This design comes from an exercise in tuning for small area and a short achievable clock period on the open sky130 flow, not from production work. The RTL was checked by simulation tests, not by an equivalence proof against the original design. No activity file was given, so power comes from the tool's default toggle rates.

==> flow/design.v, too long to show whole: its modules and the start of the top module <==
// module mips_bard_regfile: 31 lines
// module mips_bard_rdec: 13 lines
// module mips_bard_rdbit: 17 lines
// module mips_bard_aoi222: 6 lines
// module mips_bard_add32: 367 lines
// module mips_bard_core: 125 lines
// module mips_bard_shift: 24 lines
// module mips_bard_mux2i: 6 lines
// module mips_bard_ao21: 6 lines
module mips_bard_core #(
   parameter logic [31:0] RESET_PC = 32'h1000_0000
) (
   input  logic        clk,
   input  logic        rst,
   input  logic [31:0] instruction,
   output logic [31:0] pc,
   output logic [31:0] data_out
);
  // ...
==> flow/run.sh <==
#!/bin/bash
# synth_recipe.tcl (not shown) runs the flow's synth.tcl, then flattens the netlist and writes it again
# the make line also repeats each setting of config.mk as NAME=value (left out here)
make -C /OpenROAD-flow-scripts/flow DESIGN_CONFIG=/design/flow/config.mk WORK_HOME=/design/flow/orfs CLKGATE_MAP_FILE= SYNTH_SCRIPT=/design/flow/synth_recipe.tcl finish
==> flow/config.mk <==
export PLATFORM = sky130hd
export DESIGN_NAME = mips_bard_core
export DESIGN_NICKNAME = mips_bard_core
export VERILOG_FILES = /design/flow/design.v
export SDC_FILE = /design/flow/constraint.sdc
export NUM_CORES = 4
export LEC_CHECK = 0
export CAP_MARGIN = 20
export CORE_MARGIN = 2
export CORE_UTILIZATION = 55
export SETUP_SLACK_MARGIN = 5.0
export SLEW_MARGIN = 20
export SYNTH_HIERARCHICAL = 1
export SYNTH_MINIMUM_KEEP_SIZE = 0
export TNS_END_PERCENT = 5
==> flow/constraint.sdc <==
create_clock -name core_clock -period 10.0 [get_ports {clk}]
set_input_delay 2.0000 -clock core_clock [delete_from_list [all_inputs] [get_ports {clk}]]
set_output_delay 2.0000 -clock core_clock [all_outputs]
set_load 0.01 [all_outputs]
==> impl_metrics.csv, run 1 <==
group,metric,value,unit
outcome,status,"no timing/DRC/antenna violations",
setup_path,crit_path_max_incr_delay,810,ps
logic_synthesis,synthXorXnorAreaFrac,0.0273,
timing,setup_violations,0,
routing,vias,44300,
routing,m1WireLength,75700,microns
timing,relSlewSlack,0.147,
timing,timing.final.crit_period,6390,ps
hold_path,hold_class,"reg2reg",
floorplanning,start_util,0.552,
logic_synthesis,ys_ff_latch,1061,
hold_path,hold_depth,3,
routing,wirelength,226000,microns
layout,drive_gt1_frac,0.196,
place,dpl_cell_area,55100,sq um
logic_synthesis,synth.yosys.seq_area_share,0.608,
logic_synthesis,ys.warnings.count,10,
power_and_ir_drop,p_comb,1600,uW
power_and_ir_drop,p_sw_frac,0.274,
logic_synthesis,synth_most_common_cell,"edfxtp_1",
floorplanning,io_pins,98,
hold_path,hold_end,"data_q[0]",
layout,buffers,380,
clocking,cts_resized,214,
routing,maxUsedRoutingLayer,"met5",
layout,largest_reg_flops,992,
timing,setup_ws,3610,ps
clocking,clock_latency,740,ps
routing,dr.pass1.iters,14,
timing,slew_viol_final,0,
==> module mips_bard_regfile, before the edit <==
module mips_bard_regfile (
   input  logic        clk_i,
   input  logic [31:1] we_i,
   input  logic [31:0] wdata_i,
   input  logic [31:1] pend_i,      
   input  logic [4:0]  pend_addr_i,   
   input  logic [31:0] byp_i,       
   input  logic [4:0]  raddr_a_i,
   input  logic [4:0]  raddr_b_i,
   output logic [31:0] rdata_a_o,
   output logic [31:0] rdata_b_o
);
   logic [31:0] regs_q [1:31];
   logic [32:1] sel_a, sel_b;
   always_ff @(posedge clk_i) begin
      for (int i = 1; i < 32; i++) begin
         if (we_i[i]) regs_q[i] <= wdata_i;
      end
   end
   mips_bard_rdec u_dec_a (.addr_i(raddr_a_i), .pend_i(pend_i), .pend_addr_i(pend_addr_i), .sel_o(sel_a));
   mips_bard_rdec u_dec_b (.addr_i(raddr_b_i), .pend_i(pend_i), .pend_addr_i(pend_addr_i), .sel_o(sel_b));
   for (genvar j = 0; j < 32; j++) begin : g_bit
      logic [32:1] col;
      for (genvar i = 1; i < 32; i++) begin : g_col
         assign col[i] = regs_q[i][j];
      end
      assign col[32] = byp_i[j];
      mips_bard_rdbit u_rd_a (.d_i(col), .sel_i(sel_a), .q_o(rdata_a_o[j]));
      mips_bard_rdbit u_rd_b (.d_i(col), .sel_i(sel_b), .q_o(rdata_b_o[j]));
   end
endmodule
==> module mips_bard_rdec, before the edit <==
module mips_bard_rdec (
   input  logic [4:0]  addr_i,
   input  logic [31:1] pend_i,
   input  logic [4:0]  pend_addr_i,
   output logic [32:1] sel_o
);
   logic [31:1] hit;
   for (genvar i = 1; i < 32; i++) begin : g_sel
      assign hit[i]   = (addr_i == 5'(i));
      assign sel_o[i] = hit[i] & ~pend_i[i];
   end
   assign sel_o[32] = (addr_i == pend_addr_i) && (pend_addr_i != 5'd0);
endmodule
==> module mips_bard_rdbit, before the edit <==
module mips_bard_rdbit (
   input  logic [32:1] d_i,
   input  logic [32:1] sel_i,
   output logic        q_o
);
   logic [10:0] n;
   for (genvar g = 0; g < 10; g++) begin : g_aoi
      mips_bard_aoi222 u_aoi (
         .a1(d_i[3*g+1]), .a2(sel_i[3*g+1]),
         .b1(d_i[3*g+2]), .b2(sel_i[3*g+2]),
         .c1(d_i[3*g+3]), .c2(sel_i[3*g+3]),
         .y (n[g])
      );
   end
   assign n[10] = ~((d_i[31] & sel_i[31]) | (d_i[32] & sel_i[32]));
   assign q_o = ~(n[0] & n[1] & n[2] & n[3]) | ~(n[4] & n[5] & n[6] & n[7]) | ~(n[8] & n[9] & n[10]);
endmodule
==> run 2: changes to the inputs <==
==> flow/design.v (replaced) <==
package mips_bard_pkg;
   localparam logic [5:0] OP_RTYPE = 6'h00;
   localparam logic [5:0] OP_J     = 6'h02;
   localparam logic [5:0] OP_JAL   = 6'h03;
   localparam logic [5:0] OP_BEQ   = 6'h04;
   localparam logic [5:0] OP_BNE   = 6'h05;
   localparam logic [5:0] OP_ADDI  = 6'h08;
   localparam logic [5:0] OP_SLTI  = 6'h0A;
   localparam logic [5:0] OP_ANDI  = 6'h0C;
   localparam logic [5:0] OP_ORI   = 6'h0D;
   localparam logic [5:0] OP_LUI   = 6'h0F;
   localparam logic [5:0] OP_LW    = 6'h23;
   localparam logic [5:0] OP_SW    = 6'h2B;
   localparam logic [5:0] FN_SLL = 6'h00;
   localparam logic [5:0] FN_SRL = 6'h02;
   localparam logic [5:0] FN_JR  = 6'h08;
   localparam logic [5:0] FN_ADD = 6'h20;
   localparam logic [5:0] FN_SUB = 6'h22;
   localparam logic [5:0] FN_AND = 6'h24;
   localparam logic [5:0] FN_OR  = 6'h25;
   localparam logic [5:0] FN_SLT = 6'h2A;
   localparam logic [2:0] AluAdd = 3'd0;
   localparam logic [2:0] AluSub = 3'd1;
   localparam logic [2:0] AluAnd = 3'd2;
   localparam logic [2:0] AluOr  = 3'd3;
   localparam logic [2:0] AluSlt = 3'd4;
   localparam logic [2:0] AluSll = 3'd5;
   localparam logic [2:0] AluSrl = 3'd6;
   localparam logic [2:0] AluLui = 3'd7;
   localparam logic [2:0] WbAlu  = 3'd0;
   localparam logic [2:0] WbMem  = 3'd1;
   localparam logic [2:0] WbRt   = 3'd2;
   localparam logic [2:0] WbLink = 3'd3;
   localparam logic [2:0] WbZero = 3'd4;
endpackage
module mips_bard_inv   (input logic a, output logic y);                 assign y = ~a;                      endmodule
module mips_bard_nand2 (input logic a, b, output logic y);              assign y = ~(a & b);                endmodule
module mips_bard_nor2  (input logic a, b, output logic y);              assign y = ~(a | b);                endmodule
module mips_bard_nor2b (input logic a, b_n, output logic y);            assign y = ~a & b_n;                endmodule
module mips_bard_nand3 (input logic a, b, c, output logic y);           assign y = ~(a & b & c);            endmodule
module mips_bard_nand4 (input logic a, b, c, d, output logic y);        assign y = ~(a & b & c & d);        endmodule
module mips_bard_nor3  (input logic a, b, c, output logic y);           assign y = ~(a | b | c);            endmodule
module mips_bard_xor2  (input logic a, b, output logic y);              assign y = a ^ b;                   endmodule
module mips_bard_xnor2 (input logic a, b, output logic y);              assign y = ~(a ^ b);                endmodule
module mips_bard_a21o  (input logic a1, a2, b1, output logic y);        assign y = (a1 & a2) | b1;          endmodule
module mips_bard_aoi21 (input logic a1, a2, b1, output logic y);        assign y = ~((a1 & a2) | b1);       endmodule
module mips_bard_oai21 (input logic a1, a2, b1, output logic y);        assign y = ~((a1 | a2) & b1);       endmodule
module mips_bard_aoi22 (input logic a1, a2, b1, b2, output logic y);    assign y = ~((a1 & a2) | (b1 & b2)); endmodule
module mips_bard_mux2i (input logic a0, a1, s, output logic y);         assign y = ~(s ? a1 : a0);          endmodule
module mips_bard_aoi222 (input logic a1, a2, b1, b2, c1, c2, output logic y);
   assign y = ~((a1 & a2) | (b1 & b2) | (c1 & c2));
endmodule
module mips_bard_a221o (input logic a1, a2, b1, b2, c1, output logic y);
   assign y = (a1 & a2) | (b1 & b2) | c1;
endmodule
module mips_bard_nor4  (input logic a, b, c, d, output logic y);        assign y = ~(a | b | c | d);        endmodule
module mips_bard_mux2  (input logic a0, a1, s, output logic y);         assign y = s ? a1 : a0;             endmodule
module mips_bard_regfile (
   input  logic        clk_i,
   input  logic [31:1] we_i,
   input  logic [31:0] wdata_i,
   input  logic [31:1] pend_i,        
   input  logic [4:0]  pend_addr_i,   
   input  logic [31:0] byp_i,         
   input  logic [4:0]  raddr_a_i,
   input  logic [4:0]  raddr_b_i,
   output logic [31:0] rdata_a_n_o,
   output logic [31:0] rdata_b_n_o
);
   logic [31:0] regs_q [1:31];
   logic [32:1] sel_a, sel_b;
   always_ff @(posedge clk_i) begin
      for (int i = 1; i < 32; i++) begin
         if (we_i[i]) regs_q[i] <= wdata_i;
      end
   end
   mips_bard_rdec u_dec_a (.addr_i(raddr_a_i), .pend_i(pend_i),
                           .pend_addr_i(pend_addr_i), .sel_o(sel_a));
   mips_bard_rdec u_dec_b (.addr_i(raddr_b_i), .pend_i(pend_i),
                           .pend_addr_i(pend_addr_i), .sel_o(sel_b));
   for (genvar j = 0; j < 32; j++) begin : g_bit
      logic [32:1] col;
      for (genvar i = 1; i < 32; i++) begin : g_col
         assign col[i] = regs_q[i][j];
      end
      assign col[32] = byp_i[j];
      mips_bard_rdbit u_rd_a (.d_i(col), .sel_i(sel_a), .q_n_o(rdata_a_n_o[j]));
      mips_bard_rdbit u_rd_b (.d_i(col), .sel_i(sel_b), .q_n_o(rdata_b_n_o[j]));
   end
endmodule
module mips_bard_rdec (
   input  logic [4:0]  addr_i,
   input  logic [31:1] pend_i,
   input  logic [4:0]  pend_addr_i,
   output logic [32:1] sel_o
);
   for (genvar i = 1; i < 32; i++) begin : g_sel
      assign sel_o[i] = (addr_i == 5'(i)) & ~pend_i[i];
   end
   assign sel_o[32] = (addr_i == pend_addr_i) & (pend_addr_i != 5'd0);
endmodule
module mips_bard_rdbit (
   input  logic [32:1] d_i,
   input  logic [32:1] sel_i,
   output logic        q_n_o
);
   logic [10:0] n;
   logic [2:0]  m;
   for (genvar g = 0; g < 10; g++) begin : g_aoi
      mips_bard_aoi222 u_aoi (
         .a1(d_i[3*g+1]), .a2(sel_i[3*g+1]),
         .b1(d_i[3*g+2]), .b2(sel_i[3*g+2]),
         .c1(d_i[3*g+3]), .c2(sel_i[3*g+3]),
         .y (n[g])
      );
   end
   mips_bard_aoi22 u_aoi_l (.a1(d_i[31]), .a2(sel_i[31]), .b1(d_i[32]), .b2(sel_i[32]), .y(n[10]));
   mips_bard_nand4 u_m0 (.a(n[0]), .b(n[1]), .c(n[2]), .d(n[3]), .y(m[0]));
   mips_bard_nand4 u_m1 (.a(n[4]), .b(n[5]), .c(n[6]), .d(n[7]), .y(m[1]));
   mips_bard_nand3 u_m2 (.a(n[8]), .b(n[9]), .c(n[10]), .y(m[2]));
   mips_bard_nor3  u_q  (.a(m[0]), .b(m[1]), .c(m[2]), .y(q_n_o));
endmodule
module mips_bard_add32 (
   input  logic [31:0] a_n,    
   input  logic [31:0] b,
   input  logic        cin,
   output logic [31:0] s,
   output logic [31:0] p,      
   output logic [31:0] g,      
   output logic        c_top_n   
);
   logic pp0, gg0, pp1, gg1, pp2, gg2, pp3, gg3, pp4, gg4, pp5, gg5, pp6, gg6, pp7, gg7, pp8, gg8, pp9, gg9, pp10, gg10, pp11, gg11, pp12, gg12, pp13, gg13, pp14, gg14, pp15, gg15, pp16, gg16, pp17, gg17, pp18, gg18, pp19, gg19, pp20, gg20, pp21, gg21, pp22, gg22, pp23, gg23, pp24, gg24, pp25, gg25, pp26, gg26, pp27, gg27, pp28, gg28, pp29, gg29, pp30, gg30, pp31, gg31, G0_0, G1_1, G1_2, P1_2, G1_3, P1_3, G1_4, P1_4, G1_5, P1_5, G1_6, P1_6, G1_7, P1_7, G1_8, P1_8, G1_9, P1_9, G1_10, P1_10, G1_11, P1_11, G1_12, P1_12, G1_13, P1_13, G1_14, P1_14, G1_15, P1_15, G1_16, P1_16, G1_17, P1_17, G1_18, P1_18, G1_19, P1_19, G1_20, P1_20, G1_21, P1_21, G1_22, P1_22, G1_23, P1_23, G1_24, P1_24, G1_25, P1_25, G1_26, P1_26, G1_27, P1_27, G1_28, P1_28, G1_29, P1_29, G1_30, P1_30, G1_31, P1_31, G0_0_i, G2_2, G2_3, G2_4, P2_4, G2_5, P2_5, G2_6, P2_6, G2_7, P2_7, G2_8, P2_8, G2_9, P2_9, G2_10, P2_10, G2_11, P2_11, G2_12, P2_12, G2_13, P2_13, G2_14, P2_14, G2_15, P2_15, G2_16, P2_16, G2_17, P2_17, G2_18, P2_18, G2_19, P2_19, G2_20, P2_20, G2_21, P2_21, G2_22, P2_22, G2_23, P2_23, G2_24, P2_24, G2_25, P2_25, G2_26, P2_26, G2_27, P2_27, G2_28, P2_28, G2_29, P2_29, G2_30, P2_30, G2_31, P2_31, G3_4, G1_1_i, G3_5, G3_6, G3_7, G3_8, P3_8, G3_9, P3_9, G3_10, P3_10, G3_11, P3_11, G3_12, P3_12, G3_13, P3_13, G3_14, P3_14, G3_15, P3_15, G3_16, P3_16, G3_17, P3_17, G3_18, P3_18, G3_19, P3_19, G3_20, P3_20, G3_21, P3_21, G3_22, P3_22, G3_23, P3_23, G3_24, P3_24, G3_25, P3_25, G3_26, P3_26, G3_27, P3_27, G3_28, P3_28, G3_29, P3_29, G3_30, P3_30, G3_31, P3_31, G4_8, G4_9, G2_2_i, G4_10, G2_3_i, G4_11, G4_12, G4_13, G4_14, G4_15, G4_16, P4_16, G4_17, P4_17, G4_18, P4_18, G4_19, P4_19, G4_20, P4_20, G4_21, P4_21, G4_22, P4_22, G4_23, P4_23, G4_24, P4_24, G4_25, P4_25, G4_26, P4_26, G4_27, P4_27, G4_28, P4_28, G4_29, P4_29, G4_30, P4_30, G4_31, P4_31, G5_16, G5_17, G5_18, G5_19, G3_4_i, G5_20, G3_5_i, G5_21, G3_6_i, G5_22, G3_7_i, G5_23, G5_24, G5_25, G5_26, G5_27, G5_28, G5_29, G5_30, G5_31, ss1, ss2, ss3, ss4, ss5, ss6, ss7, ss8, ss9, ss10, ss11, ss12, ss13, ss14, ss15, ss16, ss17, ss18, ss19, ss20, ss21, ss22, ss23, ss24, ss25, ss26, ss27, ss28, ss29, ss30, ss31;
   mips_bard_xnor2 u_xnor2_0 (.a(a_n[0]), .b(b[0]), .y(pp0));
   mips_bard_nor2b u_nor2b_0 (.a(a_n[0]), .b_n(b[0]), .y(gg0));
   assign p[0] = pp0;
   assign g[0] = gg0;
   mips_bard_xnor2 u_xnor2_1 (.a(a_n[1]), .b(b[1]), .y(pp1));
   mips_bard_nor2b u_nor2b_1 (.a(a_n[1]), .b_n(b[1]), .y(gg1));
   assign p[1] = pp1;
   assign g[1] = gg1;
   mips_bard_xnor2 u_xnor2_2 (.a(a_n[2]), .b(b[2]), .y(pp2));
   mips_bard_nor2b u_nor2b_2 (.a(a_n[2]), .b_n(b[2]), .y(gg2));
   assign p[2] = pp2;
   assign g[2] = gg2;
   mips_bard_xnor2 u_xnor2_3 (.a(a_n[3]), .b(b[3]), .y(pp3));
   mips_bard_nor2b u_nor2b_3 (.a(a_n[3]), .b_n(b[3]), .y(gg3));
   assign p[3] = pp3;
   assign g[3] = gg3;
   mips_bard_xnor2 u_xnor2_4 (.a(a_n[4]), .b(b[4]), .y(pp4));
   mips_bard_nor2b u_nor2b_4 (.a(a_n[4]), .b_n(b[4]), .y(gg4));
   assign p[4] = pp4;
   assign g[4] = gg4;
   mips_bard_xnor2 u_xnor2_5 (.a(a_n[5]), .b(b[5]), .y(pp5));
   mips_bard_nor2b u_nor2b_5 (.a(a_n[5]), .b_n(b[5]), .y(gg5));
   assign p[5] = pp5;
   assign g[5] = gg5;
   mips_bard_xnor2 u_xnor2_6 (.a(a_n[6]), .b(b[6]), .y(pp6));
   mips_bard_nor2b u_nor2b_6 (.a(a_n[6]), .b_n(b[6]), .y(gg6));
   assign p[6] = pp6;
   assign g[6] = gg6;
   mips_bard_xnor2 u_xnor2_7 (.a(a_n[7]), .b(b[7]), .y(pp7));
   mips_bard_nor2b u_nor2b_7 (.a(a_n[7]), .b_n(b[7]), .y(gg7));
   assign p[7] = pp7;
   assign g[7] = gg7;
   mips_bard_xnor2 u_xnor2_8 (.a(a_n[8]), .b(b[8]), .y(pp8));
   mips_bard_nor2b u_nor2b_8 (.a(a_n[8]), .b_n(b[8]), .y(gg8));
   assign p[8] = pp8;
   assign g[8] = gg8;
   mips_bard_xnor2 u_xnor2_9 (.a(a_n[9]), .b(b[9]), .y(pp9));
   mips_bard_nor2b u_nor2b_9 (.a(a_n[9]), .b_n(b[9]), .y(gg9));
   assign p[9] = pp9;
   assign g[9] = gg9;
   mips_bard_xnor2 u_xnor2_10 (.a(a_n[10]), .b(b[10]), .y(pp10));
   mips_bard_nor2b u_nor2b_10 (.a(a_n[10]), .b_n(b[10]), .y(gg10));
   assign p[10] = pp10;
   assign g[10] = gg10;
   mips_bard_xnor2 u_xnor2_11 (.a(a_n[11]), .b(b[11]), .y(pp11));
   mips_bard_nor2b u_nor2b_11 (.a(a_n[11]), .b_n(b[11]), .y(gg11));
   assign p[11] = pp11;
   assign g[11] = gg11;
   mips_bard_xnor2 u_xnor2_12 (.a(a_n[12]), .b(b[12]), .y(pp12));
   mips_bard_nor2b u_nor2b_12 (.a(a_n[12]), .b_n(b[12]), .y(gg12));
   assign p[12] = pp12;
   assign g[12] = gg12;
   mips_bard_xnor2 u_xnor2_13 (.a(a_n[13]), .b(b[13]), .y(pp13));
   mips_bard_nor2b u_nor2b_13 (.a(a_n[13]), .b_n(b[13]), .y(gg13));
   assign p[13] = pp13;
   assign g[13] = gg13;
   mips_bard_xnor2 u_xnor2_14 (.a(a_n[14]), .b(b[14]), .y(pp14));
   mips_bard_nor2b u_nor2b_14 (.a(a_n[14]), .b_n(b[14]), .y(gg14));
   assign p[14] = pp14;
   assign g[14] = gg14;
   mips_bard_xnor2 u_xnor2_15 (.a(a_n[15]), .b(b[15]), .y(pp15));
   mips_bard_nor2b u_nor2b_15 (.a(a_n[15]), .b_n(b[15]), .y(gg15));
   assign p[15] = pp15;
   assign g[15] = gg15;
   mips_bard_xnor2 u_xnor2_16 (.a(a_n[16]), .b(b[16]), .y(pp16));
   mips_bard_nor2b u_nor2b_16 (.a(a_n[16]), .b_n(b[16]), .y(gg16));
   assign p[16] = pp16;
   assign g[16] = gg16;
   mips_bard_xnor2 u_xnor2_17 (.a(a_n[17]), .b(b[17]), .y(pp17));
   mips_bard_nor2b u_nor2b_17 (.a(a_n[17]), .b_n(b[17]), .y(gg17));
   assign p[17] = pp17;
   assign g[17] = gg17;
   mips_bard_xnor2 u_xnor2_18 (.a(a_n[18]), .b(b[18]), .y(pp18));
   mips_bard_nor2b u_nor2b_18 (.a(a_n[18]), .b_n(b[18]), .y(gg18));
   assign p[18] = pp18;
   assign g[18] = gg18;
   mips_bard_xnor2 u_xnor2_19 (.a(a_n[19]), .b(b[19]), .y(pp19));
   mips_bard_nor2b u_nor2b_19 (.a(a_n[19]), .b_n(b[19]), .y(gg19));
   assign p[19] = pp19;
   assign g[19] = gg19;
   mips_bard_xnor2 u_xnor2_20 (.a(a_n[20]), .b(b[20]), .y(pp20));
   mips_bard_nor2b u_nor2b_20 (.a(a_n[20]), .b_n(b[20]), .y(gg20));
   assign p[20] = pp20;
   assign g[20] = gg20;
   mips_bard_xnor2 u_xnor2_21 (.a(a_n[21]), .b(b[21]), .y(pp21));
   mips_bard_nor2b u_nor2b_21 (.a(a_n[21]), .b_n(b[21]), .y(gg21));
   assign p[21] = pp21;
   assign g[21] = gg21;
   mips_bard_xnor2 u_xnor2_22 (.a(a_n[22]), .b(b[22]), .y(pp22));
   mips_bard_nor2b u_nor2b_22 (.a(a_n[22]), .b_n(b[22]), .y(gg22));
   assign p[22] = pp22;
   assign g[22] = gg22;
   mips_bard_xnor2 u_xnor2_23 (.a(a_n[23]), .b(b[23]), .y(pp23));
   mips_bard_nor2b u_nor2b_23 (.a(a_n[23]), .b_n(b[23]), .y(gg23));
   assign p[23] = pp23;
   assign g[23] = gg23;
   mips_bard_xnor2 u_xnor2_24 (.a(a_n[24]), .b(b[24]), .y(pp24));
   mips_bard_nor2b u_nor2b_24 (.a(a_n[24]), .b_n(b[24]), .y(gg24));
   assign p[24] = pp24;
   assign g[24] = gg24;
   mips_bard_xnor2 u_xnor2_25 (.a(a_n[25]), .b(b[25]), .y(pp25));
   mips_bard_nor2b u_nor2b_25 (.a(a_n[25]), .b_n(b[25]), .y(gg25));
   assign p[25] = pp25;
   assign g[25] = gg25;
   mips_bard_xnor2 u_xnor2_26 (.a(a_n[26]), .b(b[26]), .y(pp26));
   mips_bard_nor2b u_nor2b_26 (.a(a_n[26]), .b_n(b[26]), .y(gg26));
   assign p[26] = pp26;
   assign g[26] = gg26;
   mips_bard_xnor2 u_xnor2_27 (.a(a_n[27]), .b(b[27]), .y(pp27));
   mips_bard_nor2b u_nor2b_27 (.a(a_n[27]), .b_n(b[27]), .y(gg27));
   assign p[27] = pp27;
   assign g[27] = gg27;
   mips_bard_xnor2 u_xnor2_28 (.a(a_n[28]), .b(b[28]), .y(pp28));
   mips_bard_nor2b u_nor2b_28 (.a(a_n[28]), .b_n(b[28]), .y(gg28));
   assign p[28] = pp28;
   assign g[28] = gg28;
   mips_bard_xnor2 u_xnor2_29 (.a(a_n[29]), .b(b[29]), .y(pp29));
   mips_bard_nor2b u_nor2b_29 (.a(a_n[29]), .b_n(b[29]), .y(gg29));
   assign p[29] = pp29;
   assign g[29] = gg29;
   mips_bard_xnor2 u_xnor2_30 (.a(a_n[30]), .b(b[30]), .y(pp30));
   mips_bard_nor2b u_nor2b_30 (.a(a_n[30]), .b_n(b[30]), .y(gg30));
   assign p[30] = pp30;
   assign g[30] = gg30;
   mips_bard_xnor2 u_xnor2_31 (.a(a_n[31]), .b(b[31]), .y(pp31));
   mips_bard_nor2b u_nor2b_31 (.a(a_n[31]), .b_n(b[31]), .y(gg31));
   assign p[31] = pp31;
   assign g[31] = gg31;
   mips_bard_a21o u_a21o_0 (.a1(pp0), .a2(cin), .b1(gg0), .y(G0_0));
   mips_bard_aoi21 u_aoi21_0 (.a1(pp1), .a2(G0_0), .b1(gg1), .y(G1_1));
   mips_bard_aoi21 u_aoi21_1 (.a1(pp2), .a2(gg1), .b1(gg2), .y(G1_2));
   mips_bard_nand2 u_nand2_0 (.a(pp2), .b(pp1), .y(P1_2));
   mips_bard_aoi21 u_aoi21_2 (.a1(pp3), .a2(gg2), .b1(gg3), .y(G1_3));
   mips_bard_nand2 u_nand2_1 (.a(pp3), .b(pp2), .y(P1_3));
   mips_bard_aoi21 u_aoi21_3 (.a1(pp4), .a2(gg3), .b1(gg4), .y(G1_4));
   mips_bard_nand2 u_nand2_2 (.a(pp4), .b(pp3), .y(P1_4));
   mips_bard_aoi21 u_aoi21_4 (.a1(pp5), .a2(gg4), .b1(gg5), .y(G1_5));
   mips_bard_nand2 u_nand2_3 (.a(pp5), .b(pp4), .y(P1_5));
   mips_bard_aoi21 u_aoi21_5 (.a1(pp6), .a2(gg5), .b1(gg6), .y(G1_6));
   mips_bard_nand2 u_nand2_4 (.a(pp6), .b(pp5), .y(P1_6));
   mips_bard_aoi21 u_aoi21_6 (.a1(pp7), .a2(gg6), .b1(gg7), .y(G1_7));
   mips_bard_nand2 u_nand2_5 (.a(pp7), .b(pp6), .y(P1_7));
   mips_bard_aoi21 u_aoi21_7 (.a1(pp8), .a2(gg7), .b1(gg8), .y(G1_8));
   mips_bard_nand2 u_nand2_6 (.a(pp8), .b(pp7), .y(P1_8));
   mips_bard_aoi21 u_aoi21_8 (.a1(pp9), .a2(gg8), .b1(gg9), .y(G1_9));
   mips_bard_nand2 u_nand2_7 (.a(pp9), .b(pp8), .y(P1_9));
   mips_bard_aoi21 u_aoi21_9 (.a1(pp10), .a2(gg9), .b1(gg10), .y(G1_10));
   mips_bard_nand2 u_nand2_8 (.a(pp10), .b(pp9), .y(P1_10));
   mips_bard_aoi21 u_aoi21_10 (.a1(pp11), .a2(gg10), .b1(gg11), .y(G1_11));
   mips_bard_nand2 u_nand2_9 (.a(pp11), .b(pp10), .y(P1_11));
   mips_bard_aoi21 u_aoi21_11 (.a1(pp12), .a2(gg11), .b1(gg12), .y(G1_12));
   mips_bard_nand2 u_nand2_10 (.a(pp12), .b(pp11), .y(P1_12));
   mips_bard_aoi21 u_aoi21_12 (.a1(pp13), .a2(gg12), .b1(gg13), .y(G1_13));
   mips_bard_nand2 u_nand2_11 (.a(pp13), .b(pp12), .y(P1_13));
   mips_bard_aoi21 u_aoi21_13 (.a1(pp14), .a2(gg13), .b1(gg14), .y(G1_14));
   mips_bard_nand2 u_nand2_12 (.a(pp14), .b(pp13), .y(P1_14));
   mips_bard_aoi21 u_aoi21_14 (.a1(pp15), .a2(gg14), .b1(gg15), .y(G1_15));
   mips_bard_nand2 u_nand2_13 (.a(pp15), .b(pp14), .y(P1_15));
   mips_bard_aoi21 u_aoi21_15 (.a1(pp16), .a2(gg15), .b1(gg16), .y(G1_16));
   mips_bard_nand2 u_nand2_14 (.a(pp16), .b(pp15), .y(P1_16));
   mips_bard_aoi21 u_aoi21_16 (.a1(pp17), .a2(gg16), .b1(gg17), .y(G1_17));
   mips_bard_nand2 u_nand2_15 (.a(pp17), .b(pp16), .y(P1_17));
   mips_bard_aoi21 u_aoi21_17 (.a1(pp18), .a2(gg17), .b1(gg18), .y(G1_18));
   mips_bard_nand2 u_nand2_16 (.a(pp18), .b(pp17), .y(P1_18));
   mips_bard_aoi21 u_aoi21_18 (.a1(pp19), .a2(gg18), .b1(gg19), .y(G1_19));
   mips_bard_nand2 u_nand2_17 (.a(pp19), .b(pp18), .y(P1_19));
   mips_bard_aoi21 u_aoi21_19 (.a1(pp20), .a2(gg19), .b1(gg20), .y(G1_20));
   mips_bard_nand2 u_nand2_18 (.a(pp20), .b(pp19), .y(P1_20));
   mips_bard_aoi21 u_aoi21_20 (.a1(pp21), .a2(gg20), .b1(gg21), .y(G1_21));
   mips_bard_nand2 u_nand2_19 (.a(pp21), .b(pp20), .y(P1_21));
   mips_bard_aoi21 u_aoi21_21 (.a1(pp22), .a2(gg21), .b1(gg22), .y(G1_22));
   mips_bard_nand2 u_nand2_20 (.a(pp22), .b(pp21), .y(P1_22));
   mips_bard_aoi21 u_aoi21_22 (.a1(pp23), .a2(gg22), .b1(gg23), .y(G1_23));
   mips_bard_nand2 u_nand2_21 (.a(pp23), .b(pp22), .y(P1_23));
   mips_bard_aoi21 u_aoi21_23 (.a1(pp24), .a2(gg23), .b1(gg24), .y(G1_24));
   mips_bard_nand2 u_nand2_22 (.a(pp24), .b(pp23), .y(P1_24));
   mips_bard_aoi21 u_aoi21_24 (.a1(pp25), .a2(gg24), .b1(gg25), .y(G1_25));
   mips_bard_nand2 u_nand2_23 (.a(pp25), .b(pp24), .y(P1_25));
   mips_bard_aoi21 u_aoi21_25 (.a1(pp26), .a2(gg25), .b1(gg26), .y(G1_26));
   mips_bard_nand2 u_nand2_24 (.a(pp26), .b(pp25), .y(P1_26));
   mips_bard_aoi21 u_aoi21_26 (.a1(pp27), .a2(gg26), .b1(gg27), .y(G1_27));
   mips_bard_nand2 u_nand2_25 (.a(pp27), .b(pp26), .y(P1_27));
   mips_bard_aoi21 u_aoi21_27 (.a1(pp28), .a2(gg27), .b1(gg28), .y(G1_28));
   mips_bard_nand2 u_nand2_26 (.a(pp28), .b(pp27), .y(P1_28));
   mips_bard_aoi21 u_aoi21_28 (.a1(pp29), .a2(gg28), .b1(gg29), .y(G1_29));
   mips_bard_nand2 u_nand2_27 (.a(pp29), .b(pp28), .y(P1_29));
   mips_bard_aoi21 u_aoi21_29 (.a1(pp30), .a2(gg29), .b1(gg30), .y(G1_30));
   mips_bard_nand2 u_nand2_28 (.a(pp30), .b(pp29), .y(P1_30));
   mips_bard_aoi21 u_aoi21_30 (.a1(pp31), .a2(gg30), .b1(gg31), .y(G1_31));
   mips_bard_nand2 u_nand2_29 (.a(pp31), .b(pp30), .y(P1_31));
   mips_bard_inv u_inv_0 (.a(G0_0), .y(G0_0_i));
   mips_bard_oai21 u_oai21_0 (.a1(P1_2), .a2(G0_0_i), .b1(G1_2), .y(G2_2));
   mips_bard_oai21 u_oai21_1 (.a1(P1_3), .a2(G1_1), .b1(G1_3), .y(G2_3));
   mips_bard_oai21 u_oai21_2 (.a1(P1_4), .a2(G1_2), .b1(G1_4), .y(G2_4));
   mips_bard_nor2 u_nor2_0 (.a(P1_4), .b(P1_2), .y(P2_4));
   mips_bard_oai21 u_oai21_3 (.a1(P1_5), .a2(G1_3), .b1(G1_5), .y(G2_5));
   mips_bard_nor2 u_nor2_1 (.a(P1_5), .b(P1_3), .y(P2_5));
   mips_bard_oai21 u_oai21_4 (.a1(P1_6), .a2(G1_4), .b1(G1_6), .y(G2_6));
   mips_bard_nor2 u_nor2_2 (.a(P1_6), .b(P1_4), .y(P2_6));
   mips_bard_oai21 u_oai21_5 (.a1(P1_7), .a2(G1_5), .b1(G1_7), .y(G2_7));
   mips_bard_nor2 u_nor2_3 (.a(P1_7), .b(P1_5), .y(P2_7));
   mips_bard_oai21 u_oai21_6 (.a1(P1_8), .a2(G1_6), .b1(G1_8), .y(G2_8));
   mips_bard_nor2 u_nor2_4 (.a(P1_8), .b(P1_6), .y(P2_8));
   mips_bard_oai21 u_oai21_7 (.a1(P1_9), .a2(G1_7), .b1(G1_9), .y(G2_9));
   mips_bard_nor2 u_nor2_5 (.a(P1_9), .b(P1_7), .y(P2_9));
   mips_bard_oai21 u_oai21_8 (.a1(P1_10), .a2(G1_8), .b1(G1_10), .y(G2_10));
   mips_bard_nor2 u_nor2_6 (.a(P1_10), .b(P1_8), .y(P2_10));
   mips_bard_oai21 u_oai21_9 (.a1(P1_11), .a2(G1_9), .b1(G1_11), .y(G2_11));
   mips_bard_nor2 u_nor2_7 (.a(P1_11), .b(P1_9), .y(P2_11));
   mips_bard_oai21 u_oai21_10 (.a1(P1_12), .a2(G1_10), .b1(G1_12), .y(G2_12));
   mips_bard_nor2 u_nor2_8 (.a(P1_12), .b(P1_10), .y(P2_12));
   mips_bard_oai21 u_oai21_11 (.a1(P1_13), .a2(G1_11), .b1(G1_13), .y(G2_13));
   mips_bard_nor2 u_nor2_9 (.a(P1_13), .b(P1_11), .y(P2_13));
   mips_bard_oai21 u_oai21_12 (.a1(P1_14), .a2(G1_12), .b1(G1_14), .y(G2_14));
   mips_bard_nor2 u_nor2_10 (.a(P1_14), .b(P1_12), .y(P2_14));
   mips_bard_oai21 u_oai21_13 (.a1(P1_15), .a2(G1_13), .b1(G1_15), .y(G2_15));
   mips_bard_nor2 u_nor2_11 (.a(P1_15), .b(P1_13), .y(P2_15));
   mips_bard_oai21 u_oai21_14 (.a1(P1_16), .a2(G1_14), .b1(G1_16), .y(G2_16));
   mips_bard_nor2 u_nor2_12 (.a(P1_16), .b(P1_14), .y(P2_16));
   mips_bard_oai21 u_oai21_15 (.a1(P1_17), .a2(G1_15), .b1(G1_17), .y(G2_17));
   mips_bard_nor2 u_nor2_13 (.a(P1_17), .b(P1_15), .y(P2_17));
   mips_bard_oai21 u_oai21_16 (.a1(P1_18), .a2(G1_16), .b1(G1_18), .y(G2_18));
   mips_bard_nor2 u_nor2_14 (.a(P1_18), .b(P1_16), .y(P2_18));
   mips_bard_oai21 u_oai21_17 (.a1(P1_19), .a2(G1_17), .b1(G1_19), .y(G2_19));
   mips_bard_nor2 u_nor2_15 (.a(P1_19), .b(P1_17), .y(P2_19));
   mips_bard_oai21 u_oai21_18 (.a1(P1_20), .a2(G1_18), .b1(G1_20), .y(G2_20));
   mips_bard_nor2 u_nor2_16 (.a(P1_20), .b(P1_18), .y(P2_20));
   mips_bard_oai21 u_oai21_19 (.a1(P1_21), .a2(G1_19), .b1(G1_21), .y(G2_21));
   mips_bard_nor2 u_nor2_17 (.a(P1_21), .b(P1_19), .y(P2_21));
   mips_bard_oai21 u_oai21_20 (.a1(P1_22), .a2(G1_20), .b1(G1_22), .y(G2_22));
   mips_bard_nor2 u_nor2_18 (.a(P1_22), .b(P1_20), .y(P2_22));
   mips_bard_oai21 u_oai21_21 (.a1(P1_23), .a2(G1_21), .b1(G1_23), .y(G2_23));
   mips_bard_nor2 u_nor2_19 (.a(P1_23), .b(P1_21), .y(P2_23));
   mips_bard_oai21 u_oai21_22 (.a1(P1_24), .a2(G1_22), .b1(G1_24), .y(G2_24));
   mips_bard_nor2 u_nor2_20 (.a(P1_24), .b(P1_22), .y(P2_24));
   mips_bard_oai21 u_oai21_23 (.a1(P1_25), .a2(G1_23), .b1(G1_25), .y(G2_25));
   mips_bard_nor2 u_nor2_21 (.a(P1_25), .b(P1_23), .y(P2_25));
   mips_bard_oai21 u_oai21_24 (.a1(P1_26), .a2(G1_24), .b1(G1_26), .y(G2_26));
   mips_bard_nor2 u_nor2_22 (.a(P1_26), .b(P1_24), .y(P2_26));
   mips_bard_oai21 u_oai21_25 (.a1(P1_27), .a2(G1_25), .b1(G1_27), .y(G2_27));
   mips_bard_nor2 u_nor2_23 (.a(P1_27), .b(P1_25), .y(P2_27));
   mips_bard_oai21 u_oai21_26 (.a1(P1_28), .a2(G1_26), .b1(G1_28), .y(G2_28));
   mips_bard_nor2 u_nor2_24 (.a(P1_28), .b(P1_26), .y(P2_28));
   mips_bard_oai21 u_oai21_27 (.a1(P1_29), .a2(G1_27), .b1(G1_29), .y(G2_29));
   mips_bard_nor2 u_nor2_25 (.a(P1_29), .b(P1_27), .y(P2_29));
   mips_bard_oai21 u_oai21_28 (.a1(P1_30), .a2(G1_28), .b1(G1_30), .y(G2_30));
   mips_bard_nor2 u_nor2_26 (.a(P1_30), .b(P1_28), .y(P2_30));
   mips_bard_oai21 u_oai21_29 (.a1(P1_31), .a2(G1_29), .b1(G1_31), .y(G2_31));
   mips_bard_nor2 u_nor2_27 (.a(P1_31), .b(P1_29), .y(P2_31));
   mips_bard_aoi21 u_aoi21_31 (.a1(P2_4), .a2(G0_0), .b1(G2_4), .y(G3_4));
   mips_bard_inv u_inv_1 (.a(G1_1), .y(G1_1_i));
   mips_bard_aoi21 u_aoi21_32 (.a1(P2_5), .a2(G1_1_i), .b1(G2_5), .y(G3_5));
   mips_bard_aoi21 u_aoi21_33 (.a1(P2_6), .a2(G2_2), .b1(G2_6), .y(G3_6));
   mips_bard_aoi21 u_aoi21_34 (.a1(P2_7), .a2(G2_3), .b1(G2_7), .y(G3_7));
   mips_bard_aoi21 u_aoi21_35 (.a1(P2_8), .a2(G2_4), .b1(G2_8), .y(G3_8));
   mips_bard_nand2 u_nand2_30 (.a(P2_8), .b(P2_4), .y(P3_8));
   mips_bard_aoi21 u_aoi21_36 (.a1(P2_9), .a2(G2_5), .b1(G2_9), .y(G3_9));
   mips_bard_nand2 u_nand2_31 (.a(P2_9), .b(P2_5), .y(P3_9));
   mips_bard_aoi21 u_aoi21_37 (.a1(P2_10), .a2(G2_6), .b1(G2_10), .y(G3_10));
   mips_bard_nand2 u_nand2_32 (.a(P2_10), .b(P2_6), .y(P3_10));
   mips_bard_aoi21 u_aoi21_38 (.a1(P2_11), .a2(G2_7), .b1(G2_11), .y(G3_11));
   mips_bard_nand2 u_nand2_33 (.a(P2_11), .b(P2_7), .y(P3_11));
   mips_bard_aoi21 u_aoi21_39 (.a1(P2_12), .a2(G2_8), .b1(G2_12), .y(G3_12));
   mips_bard_nand2 u_nand2_34 (.a(P2_12), .b(P2_8), .y(P3_12));
   mips_bard_aoi21 u_aoi21_40 (.a1(P2_13), .a2(G2_9), .b1(G2_13), .y(G3_13));
   mips_bard_nand2 u_nand2_35 (.a(P2_13), .b(P2_9), .y(P3_13));
   mips_bard_aoi21 u_aoi21_41 (.a1(P2_14), .a2(G2_10), .b1(G2_14), .y(G3_14));
   mips_bard_nand2 u_nand2_36 (.a(P2_14), .b(P2_10), .y(P3_14));
   mips_bard_aoi21 u_aoi21_42 (.a1(P2_15), .a2(G2_11), .b1(G2_15), .y(G3_15));
   mips_bard_nand2 u_nand2_37 (.a(P2_15), .b(P2_11), .y(P3_15));
   mips_bard_aoi21 u_aoi21_43 (.a1(P2_16), .a2(G2_12), .b1(G2_16), .y(G3_16));
   mips_bard_nand2 u_nand2_38 (.a(P2_16), .b(P2_12), .y(P3_16));
   mips_bard_aoi21 u_aoi21_44 (.a1(P2_17), .a2(G2_13), .b1(G2_17), .y(G3_17));
   mips_bard_nand2 u_nand2_39 (.a(P2_17), .b(P2_13), .y(P3_17));
   mips_bard_aoi21 u_aoi21_45 (.a1(P2_18), .a2(G2_14), .b1(G2_18), .y(G3_18));
   mips_bard_nand2 u_nand2_40 (.a(P2_18), .b(P2_14), .y(P3_18));
   mips_bard_aoi21 u_aoi21_46 (.a1(P2_19), .a2(G2_15), .b1(G2_19), .y(G3_19));
   mips_bard_nand2 u_nand2_41 (.a(P2_19), .b(P2_15), .y(P3_19));
   mips_bard_aoi21 u_aoi21_47 (.a1(P2_20), .a2(G2_16), .b1(G2_20), .y(G3_20));
   mips_bard_nand2 u_nand2_42 (.a(P2_20), .b(P2_16), .y(P3_20));
   mips_bard_aoi21 u_aoi21_48 (.a1(P2_21), .a2(G2_17), .b1(G2_21), .y(G3_21));
   mips_bard_nand2 u_nand2_43 (.a(P2_21), .b(P2_17), .y(P3_21));
   mips_bard_aoi21 u_aoi21_49 (.a1(P2_22), .a2(G2_18), .b1(G2_22), .y(G3_22));
   mips_bard_nand2 u_nand2_44 (.a(P2_22), .b(P2_18), .y(P3_22));
   mips_bard_aoi21 u_aoi21_50 (.a1(P2_23), .a2(G2_19), .b1(G2_23), .y(G3_23));
   mips_bard_nand2 u_nand2_45 (.a(P2_23), .b(P2_19), .y(P3_23));
   mips_bard_aoi21 u_aoi21_51 (.a1(P2_24), .a2(G2_20), .b1(G2_24), .y(G3_24));
   mips_bard_nand2 u_nand2_46 (.a(P2_24), .b(P2_20), .y(P3_24));
   mips_bard_aoi21 u_aoi21_52 (.a1(P2_25), .a2(G2_21), .b1(G2_25), .y(G3_25));
   mips_bard_nand2 u_nand2_47 (.a(P2_25), .b(P2_21), .y(P3_25));
   mips_bard_aoi21 u_aoi21_53 (.a1(P2_26), .a2(G2_22), .b1(G2_26), .y(G3_26));
   mips_bard_nand2 u_nand2_48 (.a(P2_26), .b(P2_22), .y(P3_26));
   mips_bard_aoi21 u_aoi21_54 (.a1(P2_27), .a2(G2_23), .b1(G2_27), .y(G3_27));
   mips_bard_nand2 u_nand2_49 (.a(P2_27), .b(P2_23), .y(P3_27));
   mips_bard_aoi21 u_aoi21_55 (.a1(P2_28), .a2(G2_24), .b1(G2_28), .y(G3_28));
   mips_bard_nand2 u_nand2_50 (.a(P2_28), .b(P2_24), .y(P3_28));
   mips_bard_aoi21 u_aoi21_56 (.a1(P2_29), .a2(G2_25), .b1(G2_29), .y(G3_29));
   mips_bard_nand2 u_nand2_51 (.a(P2_29), .b(P2_25), .y(P3_29));
   mips_bard_aoi21 u_aoi21_57 (.a1(P2_30), .a2(G2_26), .b1(G2_30), .y(G3_30));
   mips_bard_nand2 u_nand2_52 (.a(P2_30), .b(P2_26), .y(P3_30));
   mips_bard_aoi21 u_aoi21_58 (.a1(P2_31), .a2(G2_27), .b1(G2_31), .y(G3_31));
   mips_bard_nand2 u_nand2_53 (.a(P2_31), .b(P2_27), .y(P3_31));
   mips_bard_oai21 u_oai21_30 (.a1(P3_8), .a2(G0_0_i), .b1(G3_8), .y(G4_8));
   mips_bard_oai21 u_oai21_31 (.a1(P3_9), .a2(G1_1), .b1(G3_9), .y(G4_9));
   mips_bard_inv u_inv_2 (.a(G2_2), .y(G2_2_i));
   mips_bard_oai21 u_oai21_32 (.a1(P3_10), .a2(G2_2_i), .b1(G3_10), .y(G4_10));
   mips_bard_inv u_inv_3 (.a(G2_3), .y(G2_3_i));
   mips_bard_oai21 u_oai21_33 (.a1(P3_11), .a2(G2_3_i), .b1(G3_11), .y(G4_11));
   mips_bard_oai21 u_oai21_34 (.a1(P3_12), .a2(G3_4), .b1(G3_12), .y(G4_12));
   mips_bard_oai21 u_oai21_35 (.a1(P3_13), .a2(G3_5), .b1(G3_13), .y(G4_13));
   mips_bard_oai21 u_oai21_36 (.a1(P3_14), .a2(G3_6), .b1(G3_14), .y(G4_14));
   mips_bard_oai21 u_oai21_37 (.a1(P3_15), .a2(G3_7), .b1(G3_15), .y(G4_15));
   mips_bard_oai21 u_oai21_38 (.a1(P3_16), .a2(G3_8), .b1(G3_16), .y(G4_16));
   mips_bard_nor2 u_nor2_28 (.a(P3_16), .b(P3_8), .y(P4_16));
   mips_bard_oai21 u_oai21_39 (.a1(P3_17), .a2(G3_9), .b1(G3_17), .y(G4_17));
   mips_bard_nor2 u_nor2_29 (.a(P3_17), .b(P3_9), .y(P4_17));
   mips_bard_oai21 u_oai21_40 (.a1(P3_18), .a2(G3_10), .b1(G3_18), .y(G4_18));
   mips_bard_nor2 u_nor2_30 (.a(P3_18), .b(P3_10), .y(P4_18));
   mips_bard_oai21 u_oai21_41 (.a1(P3_19), .a2(G3_11), .b1(G3_19), .y(G4_19));
   mips_bard_nor2 u_nor2_31 (.a(P3_19), .b(P3_11), .y(P4_19));
   mips_bard_oai21 u_oai21_42 (.a1(P3_20), .a2(G3_12), .b1(G3_20), .y(G4_20));
   mips_bard_nor2 u_nor2_32 (.a(P3_20), .b(P3_12), .y(P4_20));
   mips_bard_oai21 u_oai21_43 (.a1(P3_21), .a2(G3_13), .b1(G3_21), .y(G4_21));
   mips_bard_nor2 u_nor2_33 (.a(P3_21), .b(P3_13), .y(P4_21));
   mips_bard_oai21 u_oai21_44 (.a1(P3_22), .a2(G3_14), .b1(G3_22), .y(G4_22));
   mips_bard_nor2 u_nor2_34 (.a(P3_22), .b(P3_14), .y(P4_22));
   mips_bard_oai21 u_oai21_45 (.a1(P3_23), .a2(G3_15), .b1(G3_23), .y(G4_23));
   mips_bard_nor2 u_nor2_35 (.a(P3_23), .b(P3_15), .y(P4_23));
   mips_bard_oai21 u_oai21_46 (.a1(P3_24), .a2(G3_16), .b1(G3_24), .y(G4_24));
   mips_bard_nor2 u_nor2_36 (.a(P3_24), .b(P3_16), .y(P4_24));
   mips_bard_oai21 u_oai21_47 (.a1(P3_25), .a2(G3_17), .b1(G3_25), .y(G4_25));
   mips_bard_nor2 u_nor2_37 (.a(P3_25), .b(P3_17), .y(P4_25));
   mips_bard_oai21 u_oai21_48 (.a1(P3_26), .a2(G3_18), .b1(G3_26), .y(G4_26));
   mips_bard_nor2 u_nor2_38 (.a(P3_26), .b(P3_18), .y(P4_26));
   mips_bard_oai21 u_oai21_49 (.a1(P3_27), .a2(G3_19), .b1(G3_27), .y(G4_27));
   mips_bard_nor2 u_nor2_39 (.a(P3_27), .b(P3_19), .y(P4_27));
   mips_bard_oai21 u_oai21_50 (.a1(P3_28), .a2(G3_20), .b1(G3_28), .y(G4_28));
   mips_bard_nor2 u_nor2_40 (.a(P3_28), .b(P3_20), .y(P4_28));
   mips_bard_oai21 u_oai21_51 (.a1(P3_29), .a2(G3_21), .b1(G3_29), .y(G4_29));
   mips_bard_nor2 u_nor2_41 (.a(P3_29), .b(P3_21), .y(P4_29));
   mips_bard_oai21 u_oai21_52 (.a1(P3_30), .a2(G3_22), .b1(G3_30), .y(G4_30));
   mips_bard_nor2 u_nor2_42 (.a(P3_30), .b(P3_22), .y(P4_30));
   mips_bard_oai21 u_oai21_53 (.a1(P3_31), .a2(G3_23), .b1(G3_31), .y(G4_31));
   mips_bard_nor2 u_nor2_43 (.a(P3_31), .b(P3_23), .y(P4_31));
   mips_bard_aoi21 u_aoi21_59 (.a1(P4_16), .a2(G0_0), .b1(G4_16), .y(G5_16));
   mips_bard_aoi21 u_aoi21_60 (.a1(P4_17), .a2(G1_1_i), .b1(G4_17), .y(G5_17));
   mips_bard_aoi21 u_aoi21_61 (.a1(P4_18), .a2(G2_2), .b1(G4_18), .y(G5_18));
   mips_bard_aoi21 u_aoi21_62 (.a1(P4_19), .a2(G2_3), .b1(G4_19), .y(G5_19));
   mips_bard_inv u_inv_4 (.a(G3_4), .y(G3_4_i));
   mips_bard_aoi21 u_aoi21_63 (.a1(P4_20), .a2(G3_4_i), .b1(G4_20), .y(G5_20));
   mips_bard_inv u_inv_5 (.a(G3_5), .y(G3_5_i));
   mips_bard_aoi21 u_aoi21_64 (.a1(P4_21), .a2(G3_5_i), .b1(G4_21), .y(G5_21));
   mips_bard_inv u_inv_6 (.a(G3_6), .y(G3_6_i));
   mips_bard_aoi21 u_aoi21_65 (.a1(P4_22), .a2(G3_6_i), .b1(G4_22), .y(G5_22));
   mips_bard_inv u_inv_7 (.a(G3_7), .y(G3_7_i));
   mips_bard_aoi21 u_aoi21_66 (.a1(P4_23), .a2(G3_7_i), .b1(G4_23), .y(G5_23));
   mips_bard_aoi21 u_aoi21_67 (.a1(P4_24), .a2(G4_8), .b1(G4_24), .y(G5_24));
   mips_bard_aoi21 u_aoi21_68 (.a1(P4_25), .a2(G4_9), .b1(G4_25), .y(G5_25));
   mips_bard_aoi21 u_aoi21_69 (.a1(P4_26), .a2(G4_10), .b1(G4_26), .y(G5_26));
   mips_bard_aoi21 u_aoi21_70 (.a1(P4_27), .a2(G4_11), .b1(G4_27), .y(G5_27));
   mips_bard_aoi21 u_aoi21_71 (.a1(P4_28), .a2(G4_12), .b1(G4_28), .y(G5_28));
   mips_bard_aoi21 u_aoi21_72 (.a1(P4_29), .a2(G4_13), .b1(G4_29), .y(G5_29));
   mips_bard_aoi21 u_aoi21_73 (.a1(P4_30), .a2(G4_14), .b1(G4_30), .y(G5_30));
   mips_bard_aoi21 u_aoi21_74 (.a1(P4_31), .a2(G4_15), .b1(G4_31), .y(G5_31));
   assign s[0] = pp0 ^ cin;
   mips_bard_xor2 u_xor2_0 (.a(pp1), .b(G0_0), .y(ss1));
   assign s[1] = ss1;
   mips_bard_xnor2 u_xnor2_32 (.a(pp2), .b(G1_1), .y(ss2));
   assign s[2] = ss2;
   mips_bard_xor2 u_xor2_1 (.a(pp3), .b(G2_2), .y(ss3));
   assign s[3] = ss3;
   mips_bard_xor2 u_xor2_2 (.a(pp4), .b(G2_3), .y(ss4));
   assign s[4] = ss4;
   mips_bard_xnor2 u_xnor2_33 (.a(pp5), .b(G3_4), .y(ss5));
   assign s[5] = ss5;
   mips_bard_xnor2 u_xnor2_34 (.a(pp6), .b(G3_5), .y(ss6));
   assign s[6] = ss6;
   mips_bard_xnor2 u_xnor2_35 (.a(pp7), .b(G3_6), .y(ss7));
   assign s[7] = ss7;
   mips_bard_xnor2 u_xnor2_36 (.a(pp8), .b(G3_7), .y(ss8));
   assign s[8] = ss8;
   mips_bard_xor2 u_xor2_3 (.a(pp9), .b(G4_8), .y(ss9));
   assign s[9] = ss9;
   mips_bard_xor2 u_xor2_4 (.a(pp10), .b(G4_9), .y(ss10));
   assign s[10] = ss10;
   mips_bard_xor2 u_xor2_5 (.a(pp11), .b(G4_10), .y(ss11));
   assign s[11] = ss11;
   mips_bard_xor2 u_xor2_6 (.a(pp12), .b(G4_11), .y(ss12));
   assign s[12] = ss12;
   mips_bard_xor2 u_xor2_7 (.a(pp13), .b(G4_12), .y(ss13));
   assign s[13] = ss13;
   mips_bard_xor2 u_xor2_8 (.a(pp14), .b(G4_13), .y(ss14));
   assign s[14] = ss14;
   mips_bard_xor2 u_xor2_9 (.a(pp15), .b(G4_14), .y(ss15));
   assign s[15] = ss15;
   mips_bard_xor2 u_xor2_10 (.a(pp16), .b(G4_15), .y(ss16));
   assign s[16] = ss16;
   mips_bard_xnor2 u_xnor2_37 (.a(pp17), .b(G5_16), .y(ss17));
   assign s[17] = ss17;
   mips_bard_xnor2 u_xnor2_38 (.a(pp18), .b(G5_17), .y(ss18));
   assign s[18] = ss18;
   mips_bard_xnor2 u_xnor2_39 (.a(pp19), .b(G5_18), .y(ss19));
   assign s[19] = ss19;
   mips_bard_xnor2 u_xnor2_40 (.a(pp20), .b(G5_19), .y(ss20));
   assign s[20] = ss20;
   mips_bard_xnor2 u_xnor2_41 (.a(pp21), .b(G5_20), .y(ss21));
   assign s[21] = ss21;
   mips_bard_xnor2 u_xnor2_42 (.a(pp22), .b(G5_21), .y(ss22));
   assign s[22] = ss22;
   mips_bard_xnor2 u_xnor2_43 (.a(pp23), .b(G5_22), .y(ss23));
   assign s[23] = ss23;
   mips_bard_xnor2 u_xnor2_44 (.a(pp24), .b(G5_23), .y(ss24));
   assign s[24] = ss24;
   mips_bard_xnor2 u_xnor2_45 (.a(pp25), .b(G5_24), .y(ss25));
   assign s[25] = ss25;
   mips_bard_xnor2 u_xnor2_46 (.a(pp26), .b(G5_25), .y(ss26));
   assign s[26] = ss26;
   mips_bard_xnor2 u_xnor2_47 (.a(pp27), .b(G5_26), .y(ss27));
   assign s[27] = ss27;
   mips_bard_xnor2 u_xnor2_48 (.a(pp28), .b(G5_27), .y(ss28));
   assign s[28] = ss28;
   mips_bard_xnor2 u_xnor2_49 (.a(pp29), .b(G5_28), .y(ss29));
   assign s[29] = ss29;
   mips_bard_xnor2 u_xnor2_50 (.a(pp30), .b(G5_29), .y(ss30));
   assign s[30] = ss30;
   mips_bard_xnor2 u_xnor2_51 (.a(pp31), .b(G5_30), .y(ss31));
   assign s[31] = ss31;
   assign c_top_n = G5_30;
endmodule
import mips_bard_pkg::*;
module mips_bard_core #(
   parameter logic [31:0] RESET_PC = 32'h1000_0000
) (
   input  logic        clk,
   input  logic        rst,
   input  logic [31:0] instruction,
   output logic [31:0] pc,
   output logic [31:0] data_out
);
   logic [31:0] pc_q, pc_d, data_q, data_d, res_other;
   logic [5:0]  opcode, funct;
   logic [4:0]  rs, rt, rd, shamt, waddr;
   logic [15:0] imm;
   logic [31:0] rs_n, rt_n, rs_val, b_x, sum, p, g, rot, sh_mask;
   logic [31:0] pc_plus4, br_target, pc_seq;
   logic [31:1] rf_we;
   logic        rtype, f_add, f_sub, f_and, f_or, f_slt, f_sll, f_srl, f_jr;
   logic        i_addi, i_slti, i_andi, i_ori, i_lui, i_beq, i_bne, i_j, i_jal;
   logic        use_imm, sub_mode, s_add, s_and, s_or, s_slt, wr_en, c_top_n, eq;
   assign opcode = instruction[31:26];
   assign rs     = instruction[25:21];
   assign rt     = instruction[20:16];
   assign rd     = instruction[15:11];
   assign shamt  = instruction[10:6];
   assign funct  = instruction[5:0];
   assign imm    = instruction[15:0];
   assign rtype  = (opcode == OP_RTYPE);
   assign f_add  = rtype && (funct == FN_ADD);
   assign f_sub  = rtype && (funct == FN_SUB);
   assign f_and  = rtype && (funct == FN_AND);
   assign f_or   = rtype && (funct == FN_OR);
   assign f_slt  = rtype && (funct == FN_SLT);
   assign f_sll  = rtype && (funct == FN_SLL);
   assign f_srl  = rtype && (funct == FN_SRL);
   assign f_jr   = rtype && (funct == FN_JR);
   assign i_addi = (opcode == OP_ADDI);
   assign i_slti = (opcode == OP_SLTI);
   assign i_andi = (opcode == OP_ANDI);
   assign i_ori  = (opcode == OP_ORI);
   assign i_lui  = (opcode == OP_LUI);
   assign i_beq  = (opcode == OP_BEQ);
   assign i_bne  = (opcode == OP_BNE);
   assign i_j    = (opcode == OP_J);
   assign i_jal  = (opcode == OP_JAL);
   assign use_imm  = i_addi | i_slti | i_andi | i_ori;
   assign sub_mode = f_sub | f_slt | i_slti;
   assign s_add    = f_add | f_sub | i_addi;
   assign s_and    = f_and | i_andi;
   assign s_or     = f_or | i_ori;
   assign s_slt    = f_slt | i_slti;
   assign wr_en    = s_add | s_and | s_or | s_slt | f_sll | f_srl | i_lui | i_jal;
   assign waddr    = i_jal ? 5'd31 : (rtype ? rd : rt);
   logic [4:0]  wb_addr_q;
   logic [31:1] pend;
   always_ff @(posedge clk) begin
      wb_addr_q <= (rst || !wr_en) ? 5'd0 : waddr;
   end
   always_comb begin
      for (int i = 1; i < 32; i++) begin
         pend[i]  = (wb_addr_q == 5'(i));
         rf_we[i] = rst | pend[i];
      end
   end
   mips_bard_regfile u_regfile (
      .clk_i       (clk),
      .we_i        (rf_we),
      .wdata_i     (rst ? 32'd0 : data_q),
      .pend_i      (pend),
      .pend_addr_i (wb_addr_q),
      .byp_i       (data_q),
      .raddr_a_i   (rs),
      .raddr_b_i   (rt),
      .rdata_a_n_o (rs_n),
      .rdata_b_n_o (rt_n)
   );
   assign rs_val = ~rs_n;
   logic [31:0] b_k, b_if1, b_if0;
   assign b_k   = {{16{imm[15] & ~(i_andi | i_ori)}}, imm} ^ {32{sub_mode}};
   assign b_if1 = use_imm ? b_k : {32{~sub_mode}};    
   assign b_if0 = use_imm ? b_k : {32{sub_mode}};     
   for (genvar j = 0; j < 32; j++) begin : g_bx
      mips_bard_mux2i u_bx (.a0(~b_if1[j]), .a1(~b_if0[j]), .s(rt_n[j]), .y(b_x[j]));
   end
   mips_bard_add32 u_add (
      .a_n     (rs_n),
      .b       (b_x),
      .cin     (sub_mode),
      .s       (sum),
      .p       (p),
      .g       (g),
      .c_top_n (c_top_n)
   );
   mips_bard_rot u_rot (
      .b_n_i (rt_n),
      .sh_i  (shamt),
      .sll_i (f_sll),
      .y_o   (rot)
   );
   always_comb begin
      for (int j = 0; j < 32; j++)
         sh_mask[j] = ~rst && ((f_srl && (j + shamt < 32)) || (f_sll && (j >= shamt)));
   end
   assign pc_plus4 = {pc_q[31:2] + 30'd1, pc_q[1:0]};
   assign res_other = ~rst ? (({32{s_and}} & g)
                            | ({32{s_or}}  & (p | g))
                            | ({32{i_lui}} & {imm, 16'h0000})
                            | ({32{i_jal}} & pc_plus4)) : 32'd0;
   logic slt_c, slt_o, res0_o;
   assign slt_c = ~rst & s_slt & p[31];
   assign slt_o = res_other[0] | (~rst & s_slt & ~p[31] & rs_val[31]);
   mips_bard_a21o u_slt (.a1(c_top_n), .a2(slt_c), .b1(slt_o), .y(res0_o));
   for (genvar j = 0; j < 32; j++) begin : g_res
      mips_bard_a221o u_res (
         .a1 (sum[j]),
         .a2 (s_add & ~rst),
         .b1 (rot[j]),
         .b2 (sh_mask[j]),
         .c1 (j == 0 ? res0_o : res_other[j]),
         .y  (data_d[j])
      );
   end
   logic [30:0] br_sum;
   logic [31:0] pc_if_eq, pc_if_ne;
   logic [7:0]  z4;
   logic [1:0]  nz16;
   assign br_sum    = {pc_q[31:2], 1'b1} + {{14{imm[15]}}, imm, 1'b1};
   assign br_target = {br_sum[30:1], pc_q[1:0]};
   always_comb begin
      if (rst)                 pc_seq = RESET_PC;
      else if (i_j || i_jal)   pc_seq = {pc_plus4[31:28], instruction[25:0], 2'b00};
      else if (f_jr)           pc_seq = rs_val;
      else                     pc_seq = pc_plus4;
   end
   assign pc_if_eq = (i_beq & ~rst) ? br_target : pc_seq;
   assign pc_if_ne = (i_bne & ~rst) ? br_target : pc_seq;
   logic [31:0] ne;
   for (genvar j = 0; j < 32; j++) begin : g_ne
      mips_bard_xor2 u_ne (.a(rs_n[j]), .b(rt_n[j]), .y(ne[j]));
   end
   for (genvar k = 0; k < 8; k++) begin : g_z4
      mips_bard_nor4 u_z (.a(ne[4*k]), .b(ne[4*k+1]), .c(ne[4*k+2]), .d(ne[4*k+3]), .y(z4[k]));
   end
   mips_bard_nand4 u_nz0 (.a(z4[0]), .b(z4[1]), .c(z4[2]), .d(z4[3]), .y(nz16[0]));
   mips_bard_nand4 u_nz1 (.a(z4[4]), .b(z4[5]), .c(z4[6]), .d(z4[7]), .y(nz16[1]));
   mips_bard_nor2  u_eq  (.a(nz16[0]), .b(nz16[1]), .y(eq));
   for (genvar j = 0; j < 32; j++) begin : g_pc
      mips_bard_mux2 u_pc (.a0(pc_if_ne[j]), .a1(pc_if_eq[j]), .s(eq), .y(pc_d[j]));
   end
   always_ff @(posedge clk) begin
      pc_q   <= pc_d;
      data_q <= data_d;
   end
   assign pc       = pc_q;
   assign data_out = data_q;
endmodule
module mips_bard_rot (
   input  logic [31:0] b_n_i,
   input  logic [4:0]  sh_i,
   input  logic        sll_i,
   output logic [31:0] y_o
);
   logic [4:0]  rot;
   logic [31:0] x0, x1, x2, x3, x4, x5;
   assign rot = sll_i ? (5'd0 - sh_i) : sh_i;
   assign x0 = b_n_i;
   for (genvar j = 0; j < 32; j++) begin : g_rot
      mips_bard_mux2i u_l0 (.a0(x0[j]), .a1(x0[(j + 1)  % 32]), .s(rot[0]), .y(x1[j]));
      mips_bard_mux2i u_l1 (.a0(x1[j]), .a1(x1[(j + 2)  % 32]), .s(rot[1]), .y(x2[j]));
      mips_bard_mux2i u_l2 (.a0(x2[j]), .a1(x2[(j + 4)  % 32]), .s(rot[2]), .y(x3[j]));
      mips_bard_mux2i u_l3 (.a0(x3[j]), .a1(x3[(j + 8)  % 32]), .s(rot[3]), .y(x4[j]));
      mips_bard_mux2i u_l4 (.a0(x4[j]), .a1(x4[(j + 16) % 32]), .s(rot[4]), .y(x5[j]));
   end
   assign y_o = x5;
endmodule
--- a/flow/config.mk
+++ b/flow/config.mk
@@ -9,3 +9,4 @@
 export CORE_MARGIN = 2
-export CORE_UTILIZATION = 55
+export CORE_UTILIZATION = 40
+export CTS_BUF_LIST = sky130_fd_sc_hd__clkbuf_8
 export SETUP_SLACK_MARGIN = 5.0
==> run 2 against run 1 <==
Effect of this change:
- critical endpoint is now data_q[20]
- maximum frequency is 18% higher
- critical path type unchanged
- synthesized cell count is 9.9% higher
- global-route usage is 13 points lower
- sequential share of layout area is 3.4 points lower
- worst setup slack better by 990 ps
- sequential cell count stayed put
- core utilization is 17 points lower
- via count is 4.6% higher
==> impl_metrics.csv, run 2 <==
group,metric,value,unit
place,io_buffers,97,
routing,m1WireLength,85400,microns
logic_synthesis,synth_most_common_cell,"edfxtp_1",
routing,dr.pass1.iters,14,
layout,reg_top3,"u_regfile.regs_q: 992 flops, data_q: 32 flops, pc_q: 32 flops",
clocking,clock_latency,940,ps
layout,final_core_util,0.495,
clocking,ctsHtreeMaxLevel,4,
clocking,clk_pin_slew,60,ps
timing,setup_ws,4610,ps
layout,drive_gt1_frac,0.284,
timing,hold_viol_final,0,
timing,slew_viol_final,0,
routing,maxUsedRoutingLayer,"met5",
layout,fillers,11500,
timing,setup_violations,0,
global_routing,grt_pass1_vias,43000,
power_and_ir_drop,p_clk_frac,0.348,
setup_path,worstPathRequired,10810,ps
setup_path,cp.arrival,6200,ps
logic_synthesis,ys_ff_latch,1061,
timing,relSlewSlack,0.218,
floorplanning,io_pins,98,
routing,vias,46400,
hold_path,hold_class,"reg2reg",
place,dp.cells,5846,
logic_synthesis,synth.yosys.seq_area_share,0.579,
clocking,cts_sinks,1061,
routing,wirelength,236000,microns
setup_path,crit_path_max_incr_delay,640,ps
logic_synthesis,ys.warnings.count,9,
logic_synthesis,syn_area_per_cell,13.4,sq um
layout,largest_reg_flops,992,
power_and_ir_drop,p_switching,3240,uW
place,dpl_cell_area,58400,sq um
routing,wl_met2,100000,microns
timing,timing.final.crit_period,5390,ps
logic_synthesis,synthTopCellsByCount,"edfxtp_1, a222oi_1, nor2_1",
setup_path,worstReg2RegStart,"wb_addr_q[0]",
layout,fin_area,66200,sq um
setup_path,crit_path_frequent_cell,"a21oi_2",
floorplanning,start_util,0.403,
power_and_ir_drop,p_seq_frac,0.472,
logic_synthesis,synthArstFlopShare,0,
outcome,status,"no timing/DRC/antenna violations",
layout,final_cell_mix,"edfxtp_1, a222oi_1, buf_4",
power_and_ir_drop,p_int,7610,uW
layout,max_flop_register,"u_regfile.regs_q",
power_and_ir_drop,p_sw_frac,0.298,
run 2: routing by layer:
layer | global-route usage | vias up
met5 | 0 | -
met4 | 0.147 | 4
met3 | 0.113 | 620
met2 | 0.482 | 4105
met1 | 0.446 | 23200
li1 | - | 18500
run 2: final timing paths:
kind         slack, ps  depth (start not counted)                       to
max               4610                         19               data_q[20]
min                840                          1  u_regfile.regs_q[30][2]
max reg2reg       4660                         17               data_q[20]
min reg2reg        840                          1  u_regfile.regs_q[30][2]
run 2: final cells by class:
| type | instances | share of cell area |
|---|---|---|
| diodes | 6 | 0.000227 |
| clock buffers | 183 | 0.0380 |
| repair buffers | 529 | 0.0776 |
| well taps | 1768 | 0.0334 |
| flip-flops and latches | 1061 | 0.471 |
| clock inverters | 143 | 0.0129 |
| multi-input cells | 2719 | 0.365 |
| inverters | 30 | 0.00172 |
run 2: timing repair:
action | 4_1_cts | 5_1_grt
endpoints found under the hold margin | 0 | 0
gates resized for setup | 416 | 37
gates cloned | 5 | 5
pin swaps | 183 | 38
buffers inserted | 221 | 28
setup endpoints to repair | 64 | 64
run 2: worst max-delay path: cells and delay by family:
family                 cells  cell delay, ps
buffers and inverters      5             850
XOR/XNOR                   2             280
AO/OA/AOI/OAI              7            1540
AND/OR/NAND/NOR            4            1150
multiplexers               1             300
run 2: cell families after synthesis:
group,after synthesis,synth area share
AOI/OAI and AO/OA,1245,0.202
muxes,256,0.0509
adders and majority gates,32,0.00757
xor gates and xnor gates,178,0.0289
buffers and inverters,226,0.0239
and+or+nand+nor,1008,0.109
DFF,1061,0.579
run 2: power groups by stage:
stage               Clock, uW  Sequential [uW]  Combinational, uW
floorplan                   0             5190               1010
global placement            0             5190               1440
detailed placement          0             5200               1440
CTS                      3790             5110               1830
global route             4000             5130               1990
finish                   3780             5120               1950
run 2: stage by stage:
stage	power, uW	hold WS, ps
floorplan	6190	645
global placement	6630	847
detailed placement	6650	847
CTS	10700	856
global route	11100	865
finish	10800	842
run 2: per-module statistics from Yosys, one instance, submodules excluded, a selection:
module / cell area, sq um / flip-flops and latches
mips_bard_regfile: 29800 / 992
mips_bard_core: 7970 / 69
mips_bard_nor2b: 13.8 / 0
mips_bard_aoi22: 12.5 / 0
mips_bard_nor4: 12.5 / 0
mips_bard_mux2i: 10.0 / 0
mips_bard_a221o: 10.0 / 0
mips_bard_aoi222: 10.0 / 0
mips_bard_xor2: 8.76 / 0
mips_bard_nand3: 5.00 / 0
mips_bard_nand2: 3.75 / 0

Check on run 2: ideal ports give 4.605 ns setup slack; a clkbuf_16 on the clock port and buf_2 on the inputs give 4.495 ns; moving port delays by the midpoint clock arrival (0.992 ns) as well gives 3.503 ns.
